This design comes from an exercise in tuning for small area on the open sky130 flow, not from production work. In this exercise RTL edits were held to simulation tests only and were not proved equivalent to the original.

==> v32: inputs <==
==> flow/design.v <==
module rfile_sb #(
    parameter int DATA_W   = 32,
    parameter int ADDR_W   = 5,
    parameter int ZERO_REG = 1
) (
    input  logic              Clk,
    input  logic              Rst,
    input  logic              Run,
    input  logic [ADDR_W-1:0] Rs,
    input  logic [ADDR_W-1:0] Rt,
    input  logic              ReadEnA,
    input  logic              ReadEnB,
    output logic [DATA_W-1:0] busA,
    output logic [DATA_W-1:0] busB,
    input  logic              RegWr,
    input  logic [ADDR_W-1:0] Rw,
    input  logic [DATA_W-1:0] busW,
    input  logic              Issue,
    input  logic [ADDR_W-1:0] IssueRd,
    output logic              Stall,
    output logic [ADDR_W:0]   PendCnt
);
    localparam int DEPTH = 1 << ADDR_W;
    localparam int LO    = (ZERO_REG != 0) ? 1 : 0;
    localparam int NR    = DEPTH - LO + 1;     
    localparam int AL    = ADDR_W / 2;         
    localparam int AH    = ADDR_W - AL;
    logic [DATA_W-1:0] mem [DEPTH];
    logic [DEPTH-1:LO] vld_r, busy_r;
    logic [DEPTH-1:0]  busy;
    logic wb_fire, is_fire, wb_clears, byp_a, byp_b;
    assign wb_fire = Run & RegWr & ((LO == 0) | (Rw != '0));
    assign byp_a   = wb_fire & (Rw == Rs);
    assign byp_b   = wb_fire & (Rw == Rt);
    logic [(1<<AL)-1:0] lo_w, lo_s, lo_t, lo_i, lo_ha, lo_hb, lo_hi;
    logic [(1<<AH)-1:0] hi_w, hi_s, hi_t, hi_i;
    always_comb begin
        for (int k = 0; k < (1 << AL); k++) begin
            lo_w[k] = wb_fire & (Rw[AL-1:0] == AL'(k));
            lo_s[k] = (Rs[AL-1:0] == AL'(k));
            lo_t[k] = (Rt[AL-1:0] == AL'(k));
            lo_i[k] = is_fire & (IssueRd[AL-1:0] == AL'(k));
            lo_ha[k] = ReadEnA & lo_s[k];
            lo_hb[k] = ReadEnB & lo_t[k];
            lo_hi[k] = Issue & (IssueRd[AL-1:0] == AL'(k));
        end
        for (int k = 0; k < (1 << AH); k++) begin
            hi_w[k] = (Rw[ADDR_W-1:AL] == AH'(k));
            hi_s[k] = (Rs[ADDR_W-1:AL] == AH'(k));
            hi_t[k] = (Rt[ADDR_W-1:AL] == AH'(k));
            hi_i[k] = (IssueRd[ADDR_W-1:AL] == AH'(k));
        end
    end
    logic [DEPTH-1:0] we, hold, sa, sb, busy_n, vld_n, clr, hz;
    for (genvar i = 0; i < DEPTH; i++) begin : g_r
        if (i < LO) begin : g_z
            assign we[i]     = 1'b0;
            assign hold[i]   = 1'b0;
            assign sa[i]     = 1'b0;
            assign sb[i]     = 1'b0;
            assign busy_n[i] = 1'b0;
            assign vld_n[i]  = 1'b0;
            assign clr[i]    = 1'b0;
            assign hz[i]     = 1'b0;
            assign busy[i]   = 1'b0;
        end else begin : g_c
            assign busy[i] = busy_r[i];
            rfile_sb_rowctl u_c (
                .lo_w(lo_w[i % (1 << AL)]), .hi_w(hi_w[i >> AL]),
                .lo_s(lo_s[i % (1 << AL)]), .hi_s(hi_s[i >> AL]),
                .lo_t(lo_t[i % (1 << AL)]), .hi_t(hi_t[i >> AL]),
                .lo_i(lo_i[i % (1 << AL)]), .hi_i(hi_i[i >> AL]),
                .lo_ha(lo_ha[i % (1 << AL)]), .lo_hb(lo_hb[i % (1 << AL)]),
                .lo_hi(lo_hi[i % (1 << AL)]),
                .vld(vld_r[i]), .busy(busy_r[i]),
                .we(we[i]), .hold(hold[i]), .sa(sa[i]), .sb(sb[i]),
                .busy_n(busy_n[i]), .vld_n(vld_n[i]), .clr(clr[i]), .hz(hz[i]));
        end
    end
    logic [NR-1:0][DATA_W-1:0] mem_q;
    logic [DATA_W-1:0] mem_d [DEPTH];
    always_comb begin
        mem_q[0] = busW;
        for (int i = LO; i < DEPTH; i++) mem_q[i - LO + 1] = mem[i];
    end
    rfile_sb_rdmux #(.DATA_W(DATA_W), .N(NR)) u_rda (
        .sel({sa[DEPTH-1:LO], byp_a}), .d(mem_q), .y(busA));
    rfile_sb_rdmux #(.DATA_W(DATA_W), .N(NR)) u_rdb (
        .sel({sb[DEPTH-1:LO], byp_b}), .d(mem_q), .y(busB));
    for (genvar i = LO; i < DEPTH; i++) begin : g_w
        rfile_sb_wcell #(.DATA_W(DATA_W)) u_w (
            .we(we[i]), .hold(hold[i]), .w(busW), .q(mem[i]), .d(mem_d[i]));
    end
    always_comb begin
        Stall     = Run & (|hz);
        is_fire   = Run & Issue & ~Stall & ((LO == 0) | (IssueRd != '0));
        wb_clears = |clr;
    end
    always_ff @(posedge Clk) begin
        for (int i = LO; i < DEPTH; i++) mem[i] <= mem_d[i];
    end
    always_ff @(posedge Clk or posedge Rst) begin
        if (Rst) begin
            vld_r   <= '0;
            busy_r  <= '0;
            PendCnt <= '0;
        end else begin
            vld_r   <= vld_n[DEPTH-1:LO];
            busy_r  <= busy_n[DEPTH-1:LO];
            PendCnt <= PendCnt + {{ADDR_W{1'b0}}, is_fire} - {{ADDR_W{1'b0}}, wb_clears};
        end
    end
endmodule
module rfile_sb_rowctl (
    input  logic lo_w, hi_w, lo_s, hi_s, lo_t, hi_t, lo_i, hi_i, lo_ha, lo_hb, lo_hi,
    input  logic vld, busy,
    output logic we, hold, sa, sb, busy_n, vld_n, clr, hz
);
    assign we     = lo_w & hi_w;
    assign hold   = vld & ~we;
    assign sa     = lo_s & hi_s & hold;
    assign sb     = lo_t & hi_t & hold;
    assign busy_n = (busy & ~we) | (lo_i & hi_i);
    assign vld_n  = vld | we;
    assign clr    = busy & we;
    assign hz     = busy & ~we & ((lo_ha & hi_s) | (lo_hb & hi_t) | (lo_hi & hi_i));
endmodule
module rfile_sb_wcell #(
    parameter int DATA_W = 32
) (
    input  logic              we,
    input  logic              hold,
    input  logic [DATA_W-1:0] w,
    input  logic [DATA_W-1:0] q,
    output logic [DATA_W-1:0] d
);
    assign d = ({DATA_W{we}} & w) | ({DATA_W{hold}} & q);
endmodule
module rfile_sb_rdmux #(
    parameter int DATA_W = 32,
    parameter int N      = 32
) (
    input  logic [N-1:0]             sel,
    input  logic [N-1:0][DATA_W-1:0] d,
    output logic [DATA_W-1:0]        y
);
    localparam int NG = (N + 2) / 3;       
    localparam int NF = (N - 1) / 3;       
    for (genvar b = 0; b < DATA_W; b++) begin : g_b
        logic [NG-1:0] t;
        for (genvar g = 0; g < NF; g++) begin : g_g
            rfile_sb_aoi222 u_g (
                .a0(sel[3*g]),     .b0(d[3*g][b]),
                .a1(sel[3*g + 1]), .b1(d[3*g + 1][b]),
                .a2(sel[3*g + 2]), .b2(d[3*g + 2][b]),
                .y(t[g]));
        end
        if (N - 3 * NF == 3) begin : g_l3
            rfile_sb_aoi222 u_g (
                .a0(sel[N-3]), .b0(d[N-3][b]),
                .a1(sel[N-2]), .b1(d[N-2][b]),
                .a2(sel[N-1]), .b2(d[N-1][b]),
                .y(t[NG-1]));
        end else if (N - 3 * NF == 2) begin : g_l2
            rfile_sb_aoi222 u_g (
                .a0(sel[N-2]), .b0(d[N-2][b]),
                .a1(sel[N-1]), .b1(d[N-1][b]),
                .a2(sel[N-1]), .b2(d[N-1][b]),
                .y(t[NG-1]));
        end else begin : g_l1
            assign t[NG-1] = ~(sel[N-1] & d[N-1][b]);
        end
        assign y[b] = ~&t;
    end
endmodule
module rfile_sb_aoi222 (
    input  logic a0, b0, a1, b1, a2, b2,
    output logic y
);
    assign y = ~((a0 & b0) | (a1 & b1) | (a2 & b2));
endmodule
==> flow/flow/run.sh <==
#!/bin/bash
# Own layout flow: the standard ORFS layout (standard.sh, unchanged synthesis), with
# - port buffers of a plain buffer cell instead of the default pick (a delay cell)
# - clock tree built from clusters of up to 30 sinks on clkbuf_16 leaf buffers, no dummy loads
# The make output of the whole run goes to standard.log in the work folder.
set -euo pipefail
export BUFFER_PORTS_ARGS="-buffer_cell sky130_fd_sc_hd__buf_2"
export CTS_ARGS="-sink_clustering_enable -repair_clock_nets -buf_list sky130_fd_sc_hd__clkbuf_16 -sink_clustering_size 30 -sink_clustering_max_diameter 80 -dont_use_dummy_load"
bash standard.sh > standard.log 2>&1
==> flow/standard.sh <==
#!/bin/bash
# synth_recipe.tcl (not shown) runs the flow's synth.tcl, then flattens the netlist and writes it again
# the make line also repeats each setting of config.mk as NAME=value (left out here)
make -C /OpenROAD-flow-scripts/flow DESIGN_CONFIG=/design/flow/config.mk WORK_HOME=/design/flow/orfs CLKGATE_MAP_FILE= SYNTH_SCRIPT=/design/flow/synth_recipe.tcl "${@:-finish}"
==> flow/config.mk <==
export PLATFORM = sky130hd
export DESIGN_NAME = rfile_sb
export DESIGN_NICKNAME = rfile_sb
export VERILOG_FILES = /design/flow/design.v
export SDC_FILE = /design/flow/constraint.sdc
export NUM_CORES = 4
export LEC_CHECK = 0
export CAP_MARGIN = 5
export CORE_MARGIN = 2
export CORE_UTILIZATION = 35
export SETUP_SLACK_MARGIN = 0.1
export SLEW_MARGIN = 5
export SYNTH_HIERARCHICAL = 1
==> flow/constraint.sdc <==
create_clock -name core_clock -period 6.5 [get_ports {Clk}]
set_input_delay 1.3000 -clock core_clock [delete_from_list [all_inputs] [get_ports {Clk}]]
set_output_delay 1.3000 -clock core_clock [all_outputs]
set_load 0.01 [all_outputs]
==> v23 (differences from v32) <==
--- a/flow/design.v
+++ b/flow/design.v
@@ -28,11 +28,11 @@
     logic [DATA_W-1:0] mem [DEPTH];
     logic [DEPTH-1:LO] vld_r, busy_r;
     logic [DEPTH-1:0]  busy;
-    logic wb_fire, is_fire, wb_clears, byp_a, byp_b;
+    logic wb_fire, is_fire, wb_clears, byp_a, byp_b, busy_a, busy_b, busy_i;
     assign wb_fire = Run & RegWr & ((LO == 0) | (Rw != '0));
     assign byp_a   = wb_fire & (Rw == Rs);
     assign byp_b   = wb_fire & (Rw == Rt);
-    logic [(1<<AL)-1:0] lo_w, lo_s, lo_t, lo_i, lo_ha, lo_hb, lo_hi;
+    logic [(1<<AL)-1:0] lo_w, lo_s, lo_t, lo_i;
     logic [(1<<AH)-1:0] hi_w, hi_s, hi_t, hi_i;
     always_comb begin
         for (int k = 0; k < (1 << AL); k++) begin
@@ -40,9 +40,6 @@
             lo_s[k] = (Rs[AL-1:0] == AL'(k));
             lo_t[k] = (Rt[AL-1:0] == AL'(k));
             lo_i[k] = is_fire & (IssueRd[AL-1:0] == AL'(k));
-            lo_ha[k] = ReadEnA & lo_s[k];
-            lo_hb[k] = ReadEnB & lo_t[k];
-            lo_hi[k] = Issue & (IssueRd[AL-1:0] == AL'(k));
         end
         for (int k = 0; k < (1 << AH); k++) begin
             hi_w[k] = (Rw[ADDR_W-1:AL] == AH'(k));
@@ -51,7 +48,7 @@
             hi_i[k] = (IssueRd[ADDR_W-1:AL] == AH'(k));
         end
     end
-    logic [DEPTH-1:0] we, hold, sa, sb, busy_n, vld_n, clr, hz;
+    logic [DEPTH-1:0] we, hold, sa, sb, busy_n, vld_n, clr;
     for (genvar i = 0; i < DEPTH; i++) begin : g_r
         if (i < LO) begin : g_z
             assign we[i]     = 1'b0;
@@ -61,7 +58,6 @@
             assign busy_n[i] = 1'b0;
             assign vld_n[i]  = 1'b0;
             assign clr[i]    = 1'b0;
-            assign hz[i]     = 1'b0;
             assign busy[i]   = 1'b0;
         end else begin : g_c
             assign busy[i] = busy_r[i];
@@ -70,11 +66,9 @@
                 .lo_s(lo_s[i % (1 << AL)]), .hi_s(hi_s[i >> AL]),
                 .lo_t(lo_t[i % (1 << AL)]), .hi_t(hi_t[i >> AL]),
                 .lo_i(lo_i[i % (1 << AL)]), .hi_i(hi_i[i >> AL]),
-                .lo_ha(lo_ha[i % (1 << AL)]), .lo_hb(lo_hb[i % (1 << AL)]),
-                .lo_hi(lo_hi[i % (1 << AL)]),
                 .vld(vld_r[i]), .busy(busy_r[i]),
                 .we(we[i]), .hold(hold[i]), .sa(sa[i]), .sb(sb[i]),
-                .busy_n(busy_n[i]), .vld_n(vld_n[i]), .clr(clr[i]), .hz(hz[i]));
+                .busy_n(busy_n[i]), .vld_n(vld_n[i]), .clr(clr[i]));
         end
     end
     logic [NR-1:0][DATA_W-1:0] mem_q;
@@ -91,8 +85,12 @@
         rfile_sb_wcell #(.DATA_W(DATA_W)) u_w (
             .we(we[i]), .hold(hold[i]), .w(busW), .q(mem[i]), .d(mem_d[i]));
     end
+    rfile_sb_bitmux #(.ADDR_W(ADDR_W)) u_ba (.d(busy), .a(Rs),      .y(busy_a));
+    rfile_sb_bitmux #(.ADDR_W(ADDR_W)) u_bb (.d(busy), .a(Rt),      .y(busy_b));
+    rfile_sb_bitmux #(.ADDR_W(ADDR_W)) u_bi (.d(busy), .a(IssueRd), .y(busy_i));
     always_comb begin
-        Stall     = Run & (|hz);
+        Stall = Run & ((ReadEnA & busy_a & ~byp_a) | (ReadEnB & busy_b & ~byp_b) |
+                       (Issue & busy_i & ~(wb_fire & (Rw == IssueRd))));
         is_fire   = Run & Issue & ~Stall & ((LO == 0) | (IssueRd != '0));
         wb_clears = |clr;
     end
@@ -112,9 +110,9 @@
     end
 endmodule
 module rfile_sb_rowctl (
-    input  logic lo_w, hi_w, lo_s, hi_s, lo_t, hi_t, lo_i, hi_i, lo_ha, lo_hb, lo_hi,
+    input  logic lo_w, hi_w, lo_s, hi_s, lo_t, hi_t, lo_i, hi_i,
     input  logic vld, busy,
-    output logic we, hold, sa, sb, busy_n, vld_n, clr, hz
+    output logic we, hold, sa, sb, busy_n, vld_n, clr
 );
     assign we     = lo_w & hi_w;
     assign hold   = vld & ~we;
@@ -123,7 +121,15 @@
     assign busy_n = (busy & ~we) | (lo_i & hi_i);
     assign vld_n  = vld | we;
     assign clr    = busy & we;
-    assign hz     = busy & ~we & ((lo_ha & hi_s) | (lo_hb & hi_t) | (lo_hi & hi_i));
+endmodule
+module rfile_sb_bitmux #(
+    parameter int ADDR_W = 5
+) (
+    input  logic [(1<<ADDR_W)-1:0] d,
+    input  logic [ADDR_W-1:0]      a,
+    output logic                   y
+);
+    assign y = d[a];
 endmodule
 module rfile_sb_wcell #(
     parameter int DATA_W = 32
@@ -162,10 +168,9 @@
                 .a2(sel[N-1]), .b2(d[N-1][b]),
                 .y(t[NG-1]));
         end else if (N - 3 * NF == 2) begin : g_l2
-            rfile_sb_aoi222 u_g (
+            rfile_sb_aoi22 u_g (
                 .a0(sel[N-2]), .b0(d[N-2][b]),
                 .a1(sel[N-1]), .b1(d[N-1][b]),
-                .a2(sel[N-1]), .b2(d[N-1][b]),
                 .y(t[NG-1]));
         end else begin : g_l1
             assign t[NG-1] = ~(sel[N-1] & d[N-1][b]);
@@ -179,3 +184,9 @@
 );
     assign y = ~((a0 & b0) | (a1 & b1) | (a2 & b2));
 endmodule
+module rfile_sb_aoi22 (
+    input  logic a0, b0, a1, b1,
+    output logic y
+);
+    assign y = ~((a0 & b0) | (a1 & b1));
+endmodule
==> flow/flow/run.sh (replaced) <==
#!/bin/bash
# Own layout flow: the standard ORFS layout (standard.sh, unchanged synthesis), with
# - port buffers of a plain buffer cell instead of the default pick (a delay cell)
# - clock tree built from large clusters of clkbuf_16 leaf buffers
# The make output of the whole run goes to standard.log in the work folder.
set -euo pipefail
export BUFFER_PORTS_ARGS="-buffer_cell sky130_fd_sc_hd__buf_2"
export CTS_ARGS="-sink_clustering_enable -repair_clock_nets -buf_list sky130_fd_sc_hd__clkbuf_16 -sink_clustering_size 30 -sink_clustering_max_diameter 80"
bash standard.sh > standard.log 2>&1
Settings changed: CAP_MARGIN 5 to 20, CORE_UTILIZATION 35 to 50, SLEW_MARGIN 5 to 20.
==> v17 (differences from v32) <==
Settings changed: CAP_MARGIN 5 to 10, CORE_UTILIZATION 35 to 45, SLEW_MARGIN 5 to 10.
==> impl_metrics.json <==
{
  "sh_seq_area_pct": 44.2,
  "drive_above_1_share_pct": 16.5,
  "syn_area_per_cell_sq_um": 12.1,
  "status": "complete, no violations",
  "vias": 43300,
  "design_area_sq_um": 48800,
  "worst_ep_arrival_time_ns": 4.98
}
[end of results for v23]
==> impl_metrics.json <==
{
  "status": "complete, no violations",
  "sh_seq_area_pct": 44.8,
  "drive_above_1_share_pct": 16.9,
  "syn_area_per_cell_sq_um": 12.1,
  "vias": 42700
}
[end of results for v17]
==> impl_metrics.json <==
{
  "vias": 42500,
  "worst_ep_arrival_time_ns": 4.99,
  "status": "complete, no violations",
  "design_area_sq_um": 48200,
  "r2r-end": "PendCnt[4]",
  "syn_area_per_cell_sq_um": 12.1,
  "io_buffers": 129,
  "placedCellCount": 5470,
  "grt_use_total_pct": 29.3,
  "n_antenna_cell": 2
}
[end of results for v32]

==> re-timing with driven ports <==
The results above use ideal ports. As a check the final layouts listed here were re-extracted and re-timed, cells and wires unchanged.
Step 1, drivers: a clkbuf_16 drives Clk and a buf_2 each remaining input, both assumed.
Step 2 adds t to the input delays and takes it off the output delays; t is the mean of the earliest and latest rising clock arrival at the registers after step 1. Input paths then give back, and output paths get back, about the clock's delay inside the block.
a / b / c = ideal / step 1 / step 2; a / b = the first two.
run	t (ns)	setup WS [ns]	hold slack, ns	slew at the worst register clock pin (ns)	pins driven straight from the clock port
v32	0.726	0.211 / 0.187 / 0.187	0.466 / 0.466 / 0.466	0.12 / 0.12	1
v23	0.758	0.223 / 0.199 / 0.199	0.477 / 0.477 / 0.477	0.12 / 0.12	1
v17	0.724	0.254 / 0.227 / 0.227	0.468 / 0.468 / 0.468	0.12 / 0.12	1
After both steps setup and hold are still met in every run listed. For v17, which loses most, drivers alone change the setup slack by -0.027 ns; drivers and shift together by -0.027 ns.
